Context: an optimization exercise on an open-source flow, tuned for small area. The choices shown serve that exercise and are no tape-out recipe. Only simulation tests tie the RTL to the original design; equivalence was not proved. Power figures rest on the tool's default switching activity, not on a simulated workload.

==> flow/design.v <==
module wb_regfile #(
    parameter logic [31:0] RESET_VAL = 32'h0000_0000,
    parameter bit          BYPASS_EN = 1'b1
) (
    input  logic        clk,
    input  logic        reset,
    input  logic [31:0] IR_W,
    input  logic [31:0] PC_W,
    input  logic [31:0] PC8_W,
    input  logic [31:0] AO_W,
    input  logic [31:0] MDO_W,
    input  logic [31:0] DR_W,
    input  logic [4:0]  A1,
    input  logic [4:0]  A2,
    output logic [31:0] RD1,
    output logic [31:0] RD2,
    output logic        WE_W,
    output logic [4:0]  WA_W,
    output logic [31:0] WD_W
);
    localparam logic [5:0] OP_SPECIAL = 6'h00, OP_JAL  = 6'h03, OP_ADDIU = 6'h09,
                           OP_SLTI    = 6'h0a, OP_SLTIU = 6'h0b, OP_ANDI = 6'h0c,
                           OP_ORI     = 6'h0d, OP_XORI = 6'h0e, OP_LUI   = 6'h0f,
                           OP_LB      = 6'h20, OP_LH   = 6'h21, OP_LW    = 6'h23,
                           OP_LBU     = 6'h24, OP_LHU  = 6'h25;
    localparam logic [5:0] F_SLL  = 6'h00, F_SRL  = 6'h02, F_SRA  = 6'h03, F_SLLV = 6'h04,
                           F_SRLV = 6'h06, F_SRAV = 6'h07, F_JALR = 6'h09, F_MFHI = 6'h10,
                           F_MFLO = 6'h12, F_ADDU = 6'h21, F_SUBU = 6'h23, F_AND  = 6'h24,
                           F_OR   = 6'h25, F_XOR  = 6'h26, F_NOR  = 6'h27, F_SLT  = 6'h2a,
                           F_SLTU = 6'h2b;
    logic [31:1][31:0] r_regs;
    logic [5:0]  w_op;
    logic [5:0]  w_funct;
    logic [4:0]  w_rt;
    logic [4:0]  w_rd;
    logic        w_unused;
    assign w_op     = IR_W[31:26];
    assign w_funct  = IR_W[5:0];
    assign w_rt     = IR_W[20:16];
    assign w_rd     = IR_W[15:11];
    assign w_unused = ^{PC_W, IR_W[25:21], IR_W[10:6]};
    logic w_wr_rd, w_wr_rt, w_jal;
    always_comb begin
        w_wr_rd = 1'b0;
        if (w_op == OP_SPECIAL) begin
            case (w_funct)
                F_SLL, F_SRL, F_SRA, F_SLLV, F_SRLV, F_SRAV, F_ADDU, F_SUBU,
                F_AND, F_OR, F_XOR, F_NOR, F_SLT, F_SLTU, F_JALR, F_MFHI, F_MFLO:
                    w_wr_rd = 1'b1;
                default: w_wr_rd = 1'b0;
            endcase
        end
        case (w_op)
            OP_ADDIU, OP_ANDI, OP_ORI, OP_XORI, OP_LUI, OP_SLTI, OP_SLTIU,
            OP_LW, OP_LH, OP_LHU, OP_LB, OP_LBU: w_wr_rt = 1'b1;
            default:                             w_wr_rt = 1'b0;
        endcase
        w_jal = (w_op == OP_JAL);
    end
    assign WE_W = (w_wr_rd && (w_rd != 5'd0)) || (w_wr_rt && (w_rt != 5'd0)) || w_jal;
    assign WA_W = (w_op[5] || w_op[3]) ? w_rt : (w_op[0] ? 5'd31 : w_rd);
    logic [7:0]  w_b;
    logic [15:0] w_h;
    logic [31:0] w_ext;
    always_comb begin
        case (AO_W[1:0])
            2'b00:   w_b = DR_W[7:0];
            2'b01:   w_b = DR_W[15:8];
            2'b10:   w_b = DR_W[23:16];
            default: w_b = DR_W[31:24];
        endcase
        w_h = AO_W[1] ? DR_W[31:16] : DR_W[15:0];
        if (w_op[1])      w_ext = DR_W;
        else if (w_op[0]) w_ext = {{16{w_h[15] & ~w_op[2]}}, w_h};
        else              w_ext = {{24{w_b[7] & ~w_op[2]}}, w_b};
        if (w_op[5])                          WD_W = w_ext;
        else if (w_op[3])                     WD_W = AO_W;
        else if (w_op[0])                     WD_W = PC8_W;
        else if (w_funct[4])                  WD_W = MDO_W;
        else if (w_funct[3] && !w_funct[5])   WD_W = PC8_W;
        else                                  WD_W = AO_W;
    end
    logic        r_phase;
    logic [31:0] w_ld_data;
    logic [31:0] w_wx;
    logic [31:1] w_ld, w_ld_n;
    logic [31:1][31:0] w_next;
    assign w_ld_data = reset ? RESET_VAL : WD_W;
    assign w_wx      = w_ld_data ^ {32{r_phase}};
    always_comb begin
        for (int i = 1; i < 32; i++) begin
            w_ld[i]   = reset | (w_wr_rd && (w_rd == i[4:0])) || (w_wr_rt && (w_rt == i[4:0])) ||
                        (w_jal && (i == 31));
            w_ld_n[i] = !w_ld[i];
        end
    end
    for (genvar g = 1; g < 32; g++) begin : g_row
        wb_rf_hold u_hold (.q(r_regs[g]), .d(w_wx), .ld(w_ld[g]), .ld_n(w_ld_n[g]),
                           .y(w_next[g]));
    end
    always_ff @(posedge clk) begin
        r_phase <= !r_phase;
        r_regs  <= w_next;
    end
    function automatic logic byp_hit(input logic [4:0] a, input logic wr_rd, input logic wr_rt,
                                     input logic jal, input logic [4:0] rd,
                                     input logic [4:0] rt);
        byp_hit = (a != 5'd0) && ((wr_rd && (a == rd)) || (wr_rt && (a == rt)) ||
                                  (jal && (a == 5'd31)));
    endfunction
    logic        w_byp1, w_byp2;
    logic [31:1] w_sel1, w_sel2;
    assign w_byp1 = BYPASS_EN && byp_hit(A1, w_wr_rd, w_wr_rt, w_jal, w_rd, w_rt);
    assign w_byp2 = BYPASS_EN && byp_hit(A2, w_wr_rd, w_wr_rt, w_jal, w_rd, w_rt);
    always_comb begin
        for (int i = 1; i < 32; i++) begin
            w_sel1[i] = (A1 == i[4:0]);
            w_sel2[i] = (A2 == i[4:0]);
        end
    end
    logic [10:0][31:0] w_t1, w_t2;
    for (genvar g = 0; g < 10; g++) begin : g_aoi
        wb_rf_aoi222 u_p1 (.a0(r_regs[3*g+1]), .a1(r_regs[3*g+2]), .a2(r_regs[3*g+3]),
                           .s0(w_sel1[3*g+1]), .s1(w_sel1[3*g+2]), .s2(w_sel1[3*g+3]),
                           .y(w_t1[g]));
        wb_rf_aoi222 u_p2 (.a0(r_regs[3*g+1]), .a1(r_regs[3*g+2]), .a2(r_regs[3*g+3]),
                           .s0(w_sel2[3*g+1]), .s1(w_sel2[3*g+2]), .s2(w_sel2[3*g+3]),
                           .y(w_t2[g]));
    end
    assign w_t1[10] = ~(r_regs[31] & {32{w_sel1[31]}});
    assign w_t2[10] = ~(r_regs[31] & {32{w_sel2[31]}});
    logic [31:0] w_rf1, w_rf2;
    always_comb begin
        w_rf1 = '0;
        w_rf2 = '0;
        for (int i = 0; i < 11; i++) begin
            w_rf1 = w_rf1 | ~w_t1[i];
            w_rf2 = w_rf2 | ~w_t2[i];
        end
    end
    logic w_ph1, w_ph2;
    assign w_ph1 = r_phase && (A1 != 5'd0);
    assign w_ph2 = r_phase && (A2 != 5'd0);
    assign RD1 = w_byp1 ? WD_W : (w_rf1 ^ {32{w_ph1}});
    assign RD2 = w_byp2 ? WD_W : (w_rf2 ^ {32{w_ph2}});
endmodule
module wb_rf_hold (
    input  logic [31:0] q,
    input  logic [31:0] d,
    input  logic        ld,
    input  logic        ld_n,
    output logic [31:0] y
);
    assign y = ~((q | {32{ld}}) & (d | {32{ld_n}}));
endmodule
module wb_rf_aoi222 (
    input  logic [31:0] a0,
    input  logic [31:0] a1,
    input  logic [31:0] a2,
    input  logic        s0,
    input  logic        s1,
    input  logic        s2,
    output logic [31:0] y
);
    assign y = ~((a0 & {32{s0}}) | (a1 & {32{s1}}) | (a2 & {32{s2}}));
endmodule
clock: 6.5 ns
lec_check: 0
cap_margin: 20
core_margin: 2
core_utilization: 40
setup_slack_margin: 0.2
slew_margin: 20
synth_hierarchical: 1
synth_minimum_keep_size: 0
standard.sh (not shown) runs the stock make flow with config.mk's settings and CLKGATE_MAP_FILE= SYNTH_SCRIPT=/design/flow/synth_recipe.tcl, a recipe that flattens the netlist after the stock synthesis.
==> flow/flow/run.sh <==
#!/bin/bash
# Standard ORFS layout with plain port buffers (not delay cells) and a clock tree of
# smaller buffers without dummy loads. Each step's full log stays in orfs/logs/.
set -euo pipefail
bash standard.sh \
  "BUFFER_PORTS_ARGS=-buffer_cell sky130_fd_sc_hd__buf_1" \
  "CTS_ARGS=-sink_clustering_enable -repair_clock_nets -dont_use_dummy_load -buf_list sky130_fd_sc_hd__clkbuf_16 -sink_clustering_size 24 -sink_clustering_max_diameter 100" \
  finish > make_finish.log 2>&1
==> next run, changes <==
--- a/flow/design.v
+++ b/flow/design.v
@@ -57,6 +57,8 @@
         endcase
         w_jal = (w_op == OP_JAL);
     end
+    logic w_wr;
+    assign w_wr = w_wr_rd || w_wr_rt || w_jal;
     assign WE_W = (w_wr_rd && (w_rd != 5'd0)) || (w_wr_rt && (w_rt != 5'd0)) || w_jal;
     assign WA_W = (w_op[5] || w_op[3]) ? w_rt : (w_op[0] ? 5'd31 : w_rd);
     logic [7:0]  w_b;
@@ -89,8 +91,7 @@
     assign w_wx      = w_ld_data ^ {32{r_phase}};
     always_comb begin
         for (int i = 1; i < 32; i++) begin
-            w_ld[i]   = reset | (w_wr_rd && (w_rd == i[4:0])) || (w_wr_rt && (w_rt == i[4:0])) ||
-                        (w_jal && (i == 31));
+            w_ld[i]   = reset || (w_wr && (WA_W == i[4:0]));
             w_ld_n[i] = !w_ld[i];
         end
     end
Die area came out lower slightly.
Sequential power is about the same.
Worst hold slack is worse by 0.0049 ns.
Worst setup slack is better by 0.11 ns.
Core utilization went up by 0.11 points.
First-iteration DRC count decreases by a few percent.
Synthesized cell count decreases slightly.
Clock power came out lower slightly.
Synthesized area is lower slightly.
Via count decreases slightly.
Fmax goes up slightly.
Power is about the same.
Global-route usage hardly moves.
Clock-buffer cell count falls by 2.

## static timing again, ports no longer ideal
No port has a modelled driver above. Below, the same layouts with a new extraction and two added sets of constraints.
Step 1 sets driving cells, clkbuf_16 on the clock port and buf_2 on the other inputs (assumed; they add their load-dependent delay and slew).
Step 2, shift: input delay + t, output delay - t, t = (earliest + latest rising clock arrival at the registers) / 2. This alone moves slack from input paths to output paths.
Three values: no drivers, after step 1, after step 2; two values: the first two.
run	t (ns)	slack for setup (ns)	slew at the worst register clock pin (ns)	worst slew at a driven data input, ns
the first run	0.736	0.160 / 0.010 / 0.010	0.11 / 0.11	0.17
the second run	0.718	0.269 / 0.184 / 0.184	0.10 / 0.10	0.16
After both steps setup and hold are still met in every run listed. The setup slack of the first run, which loses most, moves by -0.150 ns with the drivers and by -0.150 ns with both steps.
